This design comes from an exercise in tuning for small area, a short achievable clock period and few clock cycles per item on the open sky130 flow, not from production work. In this exercise RTL edits were held to simulation tests only and were not proved equivalent to the original.

==> design.v <==
module cosine_distance_unit #(
    parameter int W     = 16,
    parameter int FRAC  = 11,
    parameter int TERMS = 4
) (
    input  logic         clk,
    input  logic         reset_n,
    input  logic         start,
    input  logic [W-1:0] x_in,
    input  logic [W-1:0] v_in,
    output logic         busy,
    output logic         done,
    output logic [W-1:0] cos_out,
    output logic [W-1:0] distance,
    output logic         sat
);
    logic s1_q, s2_q, s3_q, done_q;
    logic accept;
    logic [15:0] a_q, b_q, d_q;
    logic        xo_q, hi_q, ds_q;
    logic        sat_q;
    assign busy   = s1_q | s2_q | s3_q;
    assign accept = start & ~busy;
    logic [15:0] x2f;
    assign x2f = {a_q[15], a_q[14:0] | {15{xo_q & ~s3_q}}};
    logic [14:0] bc;
    assign bc = b_q[14:0];
    logic [22:0] cr7, cr5, cr3, cr1, cr0, crk;
    logic [22:0] ca_s, ca_c, cb_s, cb_c, cc_s, cc_c, cd_s, cd_c;
    logic [22:0] t2_full;
    logic [11:0] term2;
    assign cr7  = {1'd0, bc, 7'd0};
    assign cr5  = {3'd0, bc, 5'd0};
    assign cr3  = {5'd0, bc, 3'd0};
    assign cr1  = {7'd0, bc, 1'd0};
    assign cr0  = {8'd0, bc};
    assign crk  = 23'd2047;
    assign ca_s = cr7 ^ cr5 ^ cr3;
    assign ca_c = {(cr7[21:0] & cr5[21:0]) | (cr7[21:0] & cr3[21:0]) | (cr5[21:0] & cr3[21:0]), 1'b0};
    assign cb_s = cr1 ^ cr0 ^ crk;
    assign cb_c = {(cr1[21:0] & cr0[21:0]) | (cr1[21:0] & crk[21:0]) | (cr0[21:0] & crk[21:0]), 1'b0};
    assign cc_s = ca_s ^ ca_c ^ cb_s;
    assign cc_c = {(ca_s[21:0] & ca_c[21:0]) | (ca_s[21:0] & cb_s[21:0]) | (ca_c[21:0] & cb_s[21:0]), 1'b0};
    assign cd_s = cc_s ^ cc_c ^ cb_c;
    assign cd_c = {(cc_s[21:0] & cc_c[21:0]) | (cc_s[21:0] & cb_c[21:0]) | (cc_c[21:0] & cb_c[21:0]), 1'b0};
    assign t2_full = cd_s + cd_c;
    assign term2   = t2_full[22:11];
    logic [19:0] t3_full;
    logic [15:0] expr3;
    assign t3_full = bc * 5'd17;
    assign expr3   = d_q - {5'd0, t3_full[19:9]};
    logic [15:0] mr;
    logic [14:0] mcand;
    assign mr = busy ? x2f : {{2{x_in[13]}}, x_in[13:0]};
    always_comb begin
        if (s1_q) mcand = {1'b0, x2f[14:1]};
        else if (s2_q) mcand = {3'd0, term2};
        else if (s3_q) mcand = expr3[14:0];
        else mcand = {x_in[13], x_in[13:0]};
    end
    logic [15:0] me;
    logic [16:0] bx;
    logic [15:0] row [8];
    logic [29:0] rsum [8];
    logic [29:0] negv;
    logic [29:0] prod;
    assign me = {mcand[14], mcand};
    assign bx = {mr, 1'b0};
    always_comb begin
        negv = '0;
        for (int i = 0; i < 8; i++) begin
            logic b0, b1, b2, one, two, neg;
            b0  = bx[2*i];
            b1  = bx[2*i+1];
            b2  = bx[2*i+2];
            one = b0 ^ b1;
            two = (b2 & ~b1 & ~b0) | (~b2 & b1 & b0);
            neg = b2;
            for (int j = 0; j < 16; j++) begin
                row[i][j] = ((one & me[j]) | (two & ((j == 0) ? 1'b0 : me[j-1]))) ^ neg;
            end
            negv[2*i] = neg;
            rsum[i] = {14'd0, ~row[i][15], row[i][14:0]} << (2*i);
        end
    end
    localparam logic [29:0] KSE = 30'h1555_8000;
    logic [29:0] kadd;
    assign kadd = KSE | {19'd0, {11{s1_q}}};
    assign prod = rsum[0] + rsum[1] + rsum[2] + rsum[3] + rsum[4] + rsum[5] + rsum[6] + rsum[7]
                + negv + kadd;
    logic x2ovf;
    assign x2ovf = (x_in[15:13] != 3'b000 && x_in[15:13] != 3'b111) || prod[26];
    logic hi, sat1, sat3;
    assign hi   = prod[29:26] != 4'd0;
    assign sat1 = (prod[29:27] != 3'd0) || (prod[26] && prod[25:11] != 15'd0);
    assign sat3 = hi_q | (d_q[15] ^ ds_q);
    logic [15:0] e2;
    assign e2 = 16'd2048 - {2'b00, x2f[14:1]} + {4'd0, term2};
    always_ff @(posedge clk or negedge reset_n) begin
        if (!reset_n) begin
            s1_q   <= 1'b0;
            s2_q   <= 1'b0;
            s3_q   <= 1'b0;
            done_q <= 1'b0;
        end else begin
            s1_q <= accept;
            s2_q <= s1_q;
            s3_q <= s2_q;
            if (accept) done_q <= 1'b0;
            else if (s3_q) done_q <= 1'b1;
        end
    end
    always_ff @(posedge clk) begin
        if (accept) a_q <= {1'b0, prod[25:11]};
        else if (s2_q) a_q <= d_q;
        if (accept) xo_q <= x2ovf;
        if (s1_q | s2_q) b_q <= {1'b0, prod[25:11] | {15{hi}}};
        else if (s3_q) b_q <= expr3;
        if (busy) begin
            hi_q <= (s3_q ? ((prod[29:27] != 3'b000) && (prod[29:27] != 3'b111))
                          : (prod[29:27] != 3'b000));
            ds_q <= prod[29];
        end
        if (accept) d_q <= v_in;
        else if (s2_q) d_q <= e2;
        else if (s3_q) d_q <= prod[26:11];
        if (accept) sat_q <= x2ovf;
        else if (s1_q) sat_q <= sat_q | sat1;
        else if (s2_q) sat_q <= sat_q | hi;
    end
    assign done     = done_q;
    assign cos_out  = b_q;
    assign distance = sat3 ? (ds_q ? 16'h8000 : 16'h7fff) : d_q;
    assign sat      = sat_q | sat3;
endmodule
==> run.sh <==
#!/bin/bash
# synth_recipe.tcl (not shown) runs the flow's synth.tcl, then flattens the netlist and writes it again
# the make line also repeats each setting of config.mk as NAME=value (left out here)
make -C /OpenROAD-flow-scripts/flow DESIGN_CONFIG=/design/flow/config.mk WORK_HOME=/design/flow/orfs CLKGATE_MAP_FILE= SYNTH_SCRIPT=/design/flow/synth_recipe.tcl finish
==> config.mk <==
export PLATFORM = sky130hd
export DESIGN_NAME = cosine_distance_unit
export DESIGN_NICKNAME = cosine_distance_unit
export VERILOG_FILES = /design/flow/design.v
export SDC_FILE = /design/flow/constraint.sdc
export NUM_CORES = 4
export LEC_CHECK = 0
export ABC_AREA = 1
export CAP_MARGIN = 20
export CORE_MARGIN = 2
export CORE_UTILIZATION = 40
export SLEW_MARGIN = 20
==> constraint.sdc <==
create_clock -name core_clock -period 12.0 [get_ports {clk}]
set_input_delay 2.4000 -clock core_clock [delete_from_list [all_inputs] [get_ports {clk}]]
set_output_delay 2.4000 -clock core_clock [all_outputs]
set_load 0.01 [all_outputs]
==> notes.md <==
outcome=complete, no violations; average wire per cell in the routed design=19.8 um; synth-to-layout area growth=9.66%; number of nets in the synthesized netlist=2,360; combined area of the multi-input logic cells=11,100 sq um; kind of capture point of the worst setup path=flop; number of unique standard cell types used by synthesis=60; Core Footprint=35,400 sq um; arrival time of data at the critical path endpoint=11.11 ns; ANT cells=0; share of async-settable or async-resettable flops after synthesis=7.14%; Bufs on Longest Clock Path=2; clock transition time at the flip-flop clock pins of the worst setup and hold paths=0.07 ns; Critical path origin=b_q[2]$_DFFE_PN_; die area=37,400 sq um; clock net sink count=56; DIE HEIGHT=193 um; final std cell area, no fill=15,700 sq um; number of port buffers=69; launching element type of the critical path=flop; largest net degree at the start of global routing=42; vias per cell=5.43; hold path start=done_q$_DFFE_PN0P_; number of H-tree branching levels=2; Synth Instances=2,032; First-pass DRT Iterations=5; data required time of the critical path=12.02 ns; fill cell total of the finished layout=3,708; aggregate global-route resource usage=26.7%; crit-path max FO=14; clock tree from TritonCTS=done; total negative setup slack=0 ns; DRC violations left=0; GRT Residual Overflow=0; net count of the finished layout=2,405; max-slew violation count=0; WL final=50,400 um; Setup Slack @ Placement=1.23 ns; Tcrit/Tclk final=92.4%; cell seen most often among critical-path stages=sky130_fd_sc_hd__nand2_1; Core Rows=69; post-place instance area=15,500 sq um; synthesized flop and latch total=56; post-route worst setup slack=0.915 ns; count of max-cap constraint violations=0; post-layout utilization of the core=44.4%; Horiz. Die Dim=193 um; post-detailed-placement half-perimeter wirelength=41,600 um; number of global-route vias before repair=13,598; Placer Congestion=1.01; path type of the worst setup path=reg -> reg; slew at the pin closest to its max-slew limit=1.01 ns; Worst-Skew Late Latency=0.31 ns; root buffer selected by CTS=sky130_fd_sc_hd__clkbuf_16; final-report hold violation count=0; post-CTS setup-driven buffer insertion count=0; TritonCTS buffer count=5; IO Pins=70; most common cell after layout, fill and taps aside=sky130_fd_sc_hd__nand2_1; number of enable-type register cells in the synthesized netlist=50; Final Setup Violations=0; average footprint of a synthesized cell=7.06 sq um; commonest non-fill, non-tap cells in the layout=484 x sky130_fd_sc_hd__nand2_1, 359 x sky130_fd_sc_hd__inv_1, 170 x sky130_fd_sc_hd__ha_1; fraction of final layout cells sized beyond drive strength 1=3.99%; delay of the slowest critical-path stage=0.56 ns; final worst clock skew=0.00447 ns; HP Class=reg -> reg; register area share after synthesis=11.4%; unrepaired setup endpoints after global routing=no; most frequently used flop master after synthesis=sky130_fd_sc_hd__edfxtp_1; critical path's slowest cell=sky130_fd_sc_hd__inv_1; via count of the routed design=13,791; number of nets with antenna violations after detailed routing=0; number of antenna violations at the first check in global routing=0; headroom to the max-slew limit=32.6%; combined area of all synthesized cells=14,300 sq um; final worst path period need=11.09 ns; upper clock frequency limit=90.2 MHz; initial standard-cell utilization of the core=40.5%; worst reg2reg path startpoint=b_q[2]$_DFFE_PN_; hold buffer count at cts=0; count of warnings emitted by yosys=3; wire length of the first global-routing pass=78,200 um; area taken by flip-flops and latches=1640 sq um; DRC marker count from the first detailed-route iteration=1,174; post-CTS resize count=0
==> synth_stat cells (13+ instances only) <==
cell	instances	area, sq um
sky130_fd_sc_hd__a21oi_1	109	546
sky130_fd_sc_hd__clkbuf_1	34	128
sky130_fd_sc_hd__edfxtp_1	50	1500
sky130_fd_sc_hd__fa_1	123	2460
sky130_fd_sc_hd__ha_1	170	2130
sky130_fd_sc_hd__inv_1	359	1350
sky130_fd_sc_hd__nand2_1	484	1820
sky130_fd_sc_hd__nand3_1	77	385
sky130_fd_sc_hd__nor2_1	137	514
sky130_fd_sc_hd__o211ai_1	13	97.6
sky130_fd_sc_hd__o21ai_0	106	531
sky130_fd_sc_hd__o21ai_1	20	100
sky130_fd_sc_hd__o22ai_1	35	219
sky130_fd_sc_hd__xor2_1	132	1160
==> kinds of logic (layout without fill, tap and decap cells) <==
| family | after synthesis | in the layout | synth area share (%) |
|---|---|---|---|
| and+or+nand+nor | 757 | 757 | 21.9 |
| adders and majority gates | 293 | 293 | 32.0 |
| AOI/OAI and AO/OA | 355 | 355 | 14.4 |
| xor gates and xnor gates | 144 | 144 | 8.79 |
| buffers and inverters | 427 | 473 | 11.4 |
| DFF | 56 | 56 | 11.4 |
==> registers in the layout, summed over array words and instances, names as in the netlist <==
signal / count
hi_q: 1
s2_q: 1
xo_q: 1
a_q: 16
sat_q: 1
s3_q: 1
done_q: 1
ds_q: 1
d_q: 16
s1_q: 1
b_q: 16
==> critical path, delay by kind of cell (launching register included) <==
| family | cells | cell delay, ns |
|---|---|---|
| fa+ha+maj | 8 | 3.52 |
| simple gates | 24 | 3.17 |
| compound gates | 9 | 1.83 |
| buf+inv | 9 | 1.02 |
| xor+xnor | 3 | 0.73 |
| flops | 1 | 0.50 |
==> layer usage <==
layer | global-route usage, % | wire (um)
met1 | 37.3 | 22500
met2 | 44.5 | 23500
met3 | 2.06 | 2820
met4 | 7.63 | 1540
met5 | 0 | 0
==> path summary, 6_finish.rpt <==
check	endpoint	slack, ns	depth (start not counted)
hold / removal	done_q$_DFFE_PN0P_	0.52	2
max in group asynchronous	done_q$_DFFE_PN0P_	9.46	1
setup reg to reg	b_q[0]$_DFFE_PN_	0.91	53
setup / recovery	b_q[0]$_DFFE_PN_	0.91	53
min in group asynchronous	s1_q$_DFF_PN0_	2.33	1
hold reg to reg	done_q$_DFFE_PN0P_	0.52	2
==> through the flow <==
stage	hold WS [ns]	cells
floorplan	0.522	2032
global placement	0.478	2531
detailed placement	0.499	2531
CTS	0.520	2539
global route	0.559	2539
finish	0.515	2539
==> layout make-up <==
class / instances / area share, %
clock buffers: 8 / 1.14
inverters: 374 / 8.99
multi-input cells: 1549 / 70.3
flip-flops and latches: 56 / 10.4
well taps: 461 / 3.67
repair buffers: 91 / 5.44
Testbench counts, summed over its fixed seeds: cycles 6,400, items 1,600.

port drivers added, routing unchanged:
In the flow no input, the clock included, has a driving cell. The finished layout below was timed again as built, in two steps. Step 1: set_driving_cell puts a clkbuf_16 on clk and a buf_2 on each other input, an assumption about the parent block. Step 2 moves the port delays by t, midway between the first and last clock arrival at a register: inputs arrive t later, outputs are due t later. That takes back most of the time a late clock gives input paths. a / b / c = ideal / step 1 / step 2; a / b = the first two.
t, ns: 0.340
setup slack, ns: 0.915 / 0.915 / 0.915
worst setup path at the end: register to register
latest minus earliest clock arrival (ns): 0.004 / 0.004
slew at the worst register clock pin (ns): 0.07 / 0.07
After both steps setup and hold are still met in this run. For this run, drivers alone change the setup slack by 0.000 ns; drivers and shift together by 0.000 ns.
